This is an optimization exercise on Yosys and OpenROAD, whose aim is small area, not a production implementation.
Function was checked by simulation only, so behaviour that the tests miss may differ from the original.
Power and IR drop assume default switching activity.

Setup of oak:
// pe_top
module pe_top
(
    input  logic         clk,
    input  logic         rst_n,            
    input  logic [65:0]  instr_i,          
    input  logic         instr_valid_i,
    output logic         instr_ready_o,
    input  logic [33:0]  fwd1_i,           
    input  logic [33:0]  fwd2_i,
    output logic         wb_cyc_o,
    output logic         wb_stb_o,
    output logic         wb_we_o,
    output logic [31:0]  wb_adr_o,
    output logic [31:0]  wb_dat_o,
    output logic [3:0]   wb_sel_o,
    input  logic         wb_ack_i,
    input  logic [31:0]  wb_dat_i,
    output logic [31:0]  result_o,
    output logic [8:0]   tgt1_o,           
    output logic [8:0]   tgt2_o,
    output logic         branch_o,
    output logic         term_o,
    output logic         done_o,
    output logic [5:0]   icount_o
);
    localparam logic [1:0] S_IDLE  = 2'd0;    
    localparam logic [1:0] S_SETUP = 2'd1;    
    localparam logic [1:0] S_EXEC  = 2'd2;    
    localparam logic [1:0] S_POST  = 2'd3;    
    logic [2:0]   i_op;
    logic [3:0]   i_fn;
    logic         i_immab;
    logic [5:0]   i_immlo;
    logic [25:0]  i_immhi;
    logic [9:0]   i_off;
    assign i_op    = instr_i[65:63];
    assign i_fn    = instr_i[62:59];
    assign i_immab = instr_i[58];
    assign i_immlo = instr_i[57:52];
    assign i_immhi = instr_i[51:26];
  ...
==> flow/config.mk <==
export PLATFORM = sky130hd
export DESIGN_NAME = pe_top
export DESIGN_NICKNAME = pe_top
export VERILOG_FILES = /design/flow/design.v
export SDC_FILE = /design/flow/constraint.sdc
export NUM_CORES = 4
export LEC_CHECK = 0
export CAP_MARGIN = 20
export CORE_MARGIN = 2
export CORE_UTILIZATION = 40
export SLEW_MARGIN = 20
==> flow/constraint.sdc <==
create_clock -name core_clock -period 7.0 [get_ports {clk}]
set_input_delay 1.4000 -clock core_clock [delete_from_list [all_inputs] [get_ports {clk}]]
set_output_delay 1.4000 -clock core_clock [all_outputs]
set_load 0.01 [all_outputs]
standard.sh (not shown) runs the stock make flow with config.mk's settings and CLKGATE_MAP_FILE= SYNTH_SCRIPT=/design/flow/synth_recipe.tcl, a recipe that flattens the netlist after the stock synthesis.
==> flow/flow/run.sh <==
#!/bin/bash
# The standard layout (standard.sh) with these changes:
#  - synthesis maps the logic with an area-oriented ABC script (flow/area.abc) in place of
#    ORFS's speed script; everything else in synth_recipe.tcl is kept as it is
#  - the port buffers are the smallest buffer cell, sky130_fd_sc_hd__buf_1
#  - clock tree synthesis gets its arguments from CTS_ARGS: small clock buffers, no dummy loads
# Each ORFS step keeps its own log under orfs/logs; the make output goes to standard.log.
set -o pipefail
W=$(pwd)
{
  echo 'proc abc {args} {'
  echo '  set i [lsearch -exact $args -script]'
  echo '  if { $i >= 0 } { set args [lreplace $args [expr {$i + 1}] [expr {$i + 1}] $::env(MY_ABC_SCRIPT)] }'
  echo '  yosys abc {*}$args'
  echo '}'
  cat synth_recipe.tcl
} > my_synth.tcl
sed "s#SYNTH_SCRIPT=[^ ]*#SYNTH_SCRIPT=$W/my_synth.tcl#" standard.sh > my_standard.sh
export MY_ABC_SCRIPT=$W/flow/area.abc
export BUFFER_PORTS_ARGS="-buffer_cell sky130_fd_sc_hd__buf_1"
export CTS_ARGS="-sink_clustering_enable -repair_clock_nets -buf_list sky130_fd_sc_hd__clkbuf_4 -root_buf sky130_fd_sc_hd__clkbuf_8 -dont_use_dummy_load"
bash my_standard.sh > standard.log 2>&1
status=$?
tail -20 standard.log
exit $status
==> flow/flow/area.abc <==
&get -n
&st
&dch
&nf -R 1000
&put
#### Input delta (pine over oak)
- a change of CORE_UTILIZATION from 40 to 50
### Flow results
Going from oak to pine, the worst hold slack was found to have gone down by 0.012 ns.
Clock power: pine < oak
For the final critical-path share of the clock period, pine came in 3.0 points higher than oak did.
Comparing pine and oak, the higher sequential cell fraction of total power is on oak.
Diff oak..pine | number of sequential cells | unchanged
The total area of multi-input combinational cells of oak and that of pine are within noise of each other.
Overall power of the completed layout of oak is on par with pine.
Routed wire length, pine vs oak: down by a few percent
oak has higher final cell count than pine.
In the flow results for pine and oak, the wire length of the first global-routing pass is smaller on pine.
#### Input delta (birch over pine)
- changing CORE_UTILIZATION from 50 to 40
diff --git a/flow/flow/run.sh b/flow/flow/run.sh
--- a/flow/flow/run.sh
+++ b/flow/flow/run.sh
@@ -21 +21 @@
-export CTS_ARGS="-sink_clustering_enable -repair_clock_nets -buf_list sky130_fd_sc_hd__clkbuf_4 -root_buf sky130_fd_sc_hd__clkbuf_8 -dont_use_dummy_load"
+export CTS_ARGS="-sink_clustering_enable -repair_clock_nets -buf_list sky130_fd_sc_hd__clkbuf_4 -root_buf sky130_fd_sc_hd__clkbuf_8 -sink_clustering_size 30 -sink_clustering_max_diameter 80 -dont_use_dummy_load"
[summary]
birch ran to completion and came out clean on the timing, DRC and antenna checks. Taking pine as the reference point, the logic gate share of total power of birch falls by 0.4 points. Async set or reset register ratio after synthesis: pine vs birch — no meaningful difference. Global-route usage: birch lower than pine. As far as number of clock buffer instances in the layout goes, birch and pine are indistinguishable; the numbers are identical. Summary of birch over pine: switching fraction of total power now sits higher; violation count after the first detailed-route iteration now smaller. birch: arrival time of the worst setup path lower than pine. Compared to pine, birch has number of buffer and inverter stages on the critical path 1 lower. birch ends up with lower ratio of final minimum period to clock period than pine does.
Relative to birch, the following input files were edited for maple:
- an added CTS_BUF_LIST of sky130_fd_sc_hd__clkbuf_4 sky130_fd_sc_hd__clkbuf_8
- an added PLACE_DENSITY of 0.7
- a change of CORE_UTILIZATION from 40 to 55
diff --git a/flow/flow/run.sh b/flow/flow/run.sh
--- a/flow/flow/run.sh
+++ b/flow/flow/run.sh
@@ -2 +2 @@
-# The standard layout (standard.sh) with these changes:
+# The standard layout (standard.sh) with two changes:
@@ -6 +5,0 @@
-#  - clock tree synthesis gets its arguments from CTS_ARGS: small clock buffers, no dummy loads
@@ -21 +19,0 @@
-export CTS_ARGS="-sink_clustering_enable -repair_clock_nets -buf_list sky130_fd_sc_hd__clkbuf_4 -root_buf sky130_fd_sc_hd__clkbuf_8 -sink_clustering_size 30 -sink_clustering_max_diameter 80 -dont_use_dummy_load"
## What came out
maple completed every stage of the flow, and the final layout passed the timing, DRC and antenna checks. The run showing the smaller ratio of final minimum period to clock period is birch. Diff birch -> maple | height of the die | down by more than 10%. Relative to birch, count of clock-buffer cells in the layout increased by 2 in maple. Diff birch -> maple: number of placed cells counting well taps down 47; filler-free cell count of the finished design down 32.
[inputs] cedar vs maple
- a deleted PLACE_DENSITY that had been 0.7
- a deleted CTS_BUF_LIST that had been sky130_fd_sc_hd__clkbuf_4 sky130_fd_sc_hd__clkbuf_8
- a change of CORE_UTILIZATION from 55 to 40
diff --git a/flow/flow/run.sh b/flow/flow/run.sh
--- a/flow/flow/run.sh
+++ b/flow/flow/run.sh
@@ -2 +2 @@
-# The standard layout (standard.sh) with two changes:
+# The standard layout (standard.sh) with these changes:
@@ -5,0 +6 @@
+#  - clock tree synthesis gets its arguments from CTS_ARGS: small clock buffers, no dummy loads
@@ -19,0 +21 @@
+export CTS_ARGS="-sink_clustering_enable -repair_clock_nets -buf_list sky130_fd_sc_hd__clkbuf_4 -root_buf sky130_fd_sc_hd__clkbuf_8 -dont_use_dummy_load"
==> flow/flow/area.abc <==
&get -n
&st
&dc2
&dch -f
&nf -R 1000 -p
&put
==> comparison <==
Max routed wire length per instance across cedar and maple: maple. cedar completed end to end with timing, DRC and antenna clean. Of cedar and maple, the lower part of the power in the clock network belongs to cedar. Summary of cedar over maple: total power draw lower; combinational cell fraction of total power higher; slack of the critical path lower; count of clock-buffer cells in the layout lower; placer's final routability congestion estimate higher. The critical path start-end classification comes out register to register in one run and register to output port in the other, namely in maple and cedar respectively. What maple reported for die area has to be multiplied by 1.4 to get the figure for cedar.


pe_top, a different RTL version from the one above (not shown whole).
For scale: roughly 110 flip-flops.
export LEC_CHECK = 0
export CAP_MARGIN = 20
export CORE_MARGIN = 2
export CORE_UTILIZATION = 40
export SLEW_MARGIN = 20
create_clock -name core_clock -period 7.0 [get_ports {clk}]
==> flow/flow/run.sh <==
#!/bin/bash
# Standard layout, with the port buffers made of the smallest buffer cell.
cp standard.sh standard_sh.log
export BUFFER_PORTS_ARGS="-buffer_cell sky130_fd_sc_hd__buf_1"
bash standard.sh > standard.log 2>&1
status=$?
tail -20 standard.log
exit $status
Then changed:
==> flow/run.sh (new file) <==
#!/bin/bash
# synth_recipe.tcl (not shown) runs the flow's synth.tcl, then flattens the netlist and writes it again
# the make line also repeats each setting of config.mk as NAME=value (left out here)
make -C /OpenROAD-flow-scripts/flow DESIGN_CONFIG=/design/flow/config.mk WORK_HOME=/design/flow/orfs CLKGATE_MAP_FILE= SYNTH_SCRIPT=/design/flow/synth_recipe.tcl finish
removed: flow/flow/run.sh
removed: flow/standard.sh
=>
- The changed run finished clean
- power climbs by 10%
- cell area climbs by 21%
- routed wire length climbs by about 1.5%
- synthesized cell count stays the same
- first-iteration DRC count climbs by 9.7%
- cell count stays flat
- setup slack degrades by 0.23 ns
- clock skew climbs by 0.0097 ns
- non-clock buffer count drops by 1


RTL: one of the versions met above, not the one the previous note started from.
Size: about 600 cells after synthesis, about 110 flip-flops, roughly 300 I/O pins, roughly 5600 um^2 of cells after synthesis.
## pe_top
module pe_top
(
    input  logic         clk,
    input  logic         rst_n,            
    input  logic [65:0]  instr_i,          
    input  logic         instr_valid_i,
    output logic         instr_ready_o,
    input  logic [33:0]  fwd1_i,           
    input  logic [33:0]  fwd2_i,
    output logic         wb_cyc_o,
    output logic         wb_stb_o,
    output logic         wb_we_o,
    output logic [31:0]  wb_adr_o,
    output logic [31:0]  wb_dat_o,
    output logic [3:0]   wb_sel_o,
    input  logic         wb_ack_i,
    input  logic [31:0]  wb_dat_i,
    output logic [31:0]  result_o,
    output logic [8:0]   tgt1_o,           
    output logic [8:0]   tgt2_o,
    output logic         branch_o,
    output logic         term_o,
    output logic         done_o,
    output logic [5:0]   icount_o
);
clock: 7.0 ns
lec_check: 0
cap_margin: 20
core_margin: 2
core_utilization: 55
cts_buf_list: sky130_fd_sc_hd__clkbuf_4
place_density: 0.7
slew_margin: 20
==> flow/flow/run.sh <==
#!/bin/bash
# The standard layout (standard.sh) with two changes:
#  - synthesis maps the logic with an area-oriented ABC script (flow/area.abc) in place of
#    ORFS's speed script; everything else in synth_recipe.tcl is kept as it is
#  - the port buffers are the smallest buffer cell, sky130_fd_sc_hd__buf_1
# Each ORFS step keeps its own log under orfs/logs; the make output goes to standard.log.
set -o pipefail
W=$(pwd)
{
  echo 'proc abc {args} {'
  echo '  set i [lsearch -exact $args -script]'
  echo '  if { $i >= 0 } { set args [lreplace $args [expr {$i + 1}] [expr {$i + 1}] $::env(MY_ABC_SCRIPT)] }'
  echo '  yosys abc {*}$args'
  echo '}'
  cat synth_recipe.tcl
} > my_synth.tcl
sed "s#SYNTH_SCRIPT=[^ ]*#SYNTH_SCRIPT=$W/my_synth.tcl#" standard.sh > my_standard.sh
export MY_ABC_SCRIPT=$W/flow/area.abc
export BUFFER_PORTS_ARGS="-buffer_cell sky130_fd_sc_hd__buf_1"
bash my_standard.sh > standard.log 2>&1
status=$?
tail -20 standard.log
exit $status
==> flow/flow/area.abc <==
&get -n
&st
&dch
&nf -R 1000
&put
Next try:
--- a/flow/flow/run.sh
+++ b/flow/flow/run.sh
@@ -2 +2 @@
-# The standard layout (standard.sh) with two changes:
+# The standard layout (standard.sh) with these changes:
@@ -5,0 +6 @@
+#  - clock tree synthesis gets its arguments from CTS_ARGS: small clock buffers, no dummy loads
@@ -19,0 +21 @@
+export CTS_ARGS="-sink_clustering_enable -repair_clock_nets -buf_list {sky130_fd_sc_hd__clkbuf_4 sky130_fd_sc_hd__clkbuf_8} -dont_use_dummy_load"
--- a/flow/config.mk
+++ b/flow/config.mk
@@ -10,3 +10 @@
-export CORE_UTILIZATION = 55
-export CTS_BUF_LIST = sky130_fd_sc_hd__clkbuf_4
-export PLACE_DENSITY = 0.7
+export CORE_UTILIZATION = 50
Effect: Die area came out higher by 9.6%. Register-to-register slack gains 20 ps. Final area came out lower by 1.0%. Final cell count came out lower by 0.68%. Total power came out lower by 3.4%. Area after synthesis does not change. Combinational power stays flat. Worst hold slack loses 17 ps. Via count came out lower by 2.1%.

-- re-timing with driven ports --
How much do the figures lean on ideal ports? The routed layouts below were timed once more, with nothing changed but the port constraints.
Step 1: set_driving_cell puts a clkbuf_16 on clk and a buf_2 on each other input, an assumption about the parent block.
Step 2, shift: input delay + t, output delay - t, t = (earliest + latest rising clock arrival at the registers) / 2. This alone moves slack from input paths to output paths.
a / b / c = ideal / step 1 / step 2; a / b = the first two.
run | t (ns) | setup slack, ns | worst register clock-pin slew, ns
oak | 0.435 | 3.152 / 3.169 / 2.734 | 0.11 / 0.11
pine | 0.417 | 2.943 / 2.943 / 2.662 | 0.11 / 0.11
birch | 0.435 | 3.152 / 3.169 / 2.734 | 0.11 / 0.11
maple | 0.459 | 2.941 / 2.941 / 2.709 | 0.08 / 0.08
cedar | 0.445 | 2.860 / 2.821 / 2.685 | 0.10 / 0.10
the first run of note 2 | 0.464 | 3.032 / 3.056 / 2.592 | 0.06 / 0.06
the second run of note 2 | 0.451 | 2.803 / 2.762 / 2.366 | 0.06 / 0.06
the first run of note 3 | 0.538 | 2.930 / 2.930 / 2.687 | 0.12 / 0.12
the second run of note 3 | 0.448 | 2.952 / 2.952 / 2.603 | 0.07 / 0.07
After both steps every run listed still meets setup and hold. The setup slack of the first run of note 2, which loses most, moves by +0.024 ns with the drivers and by -0.440 ns with both steps.
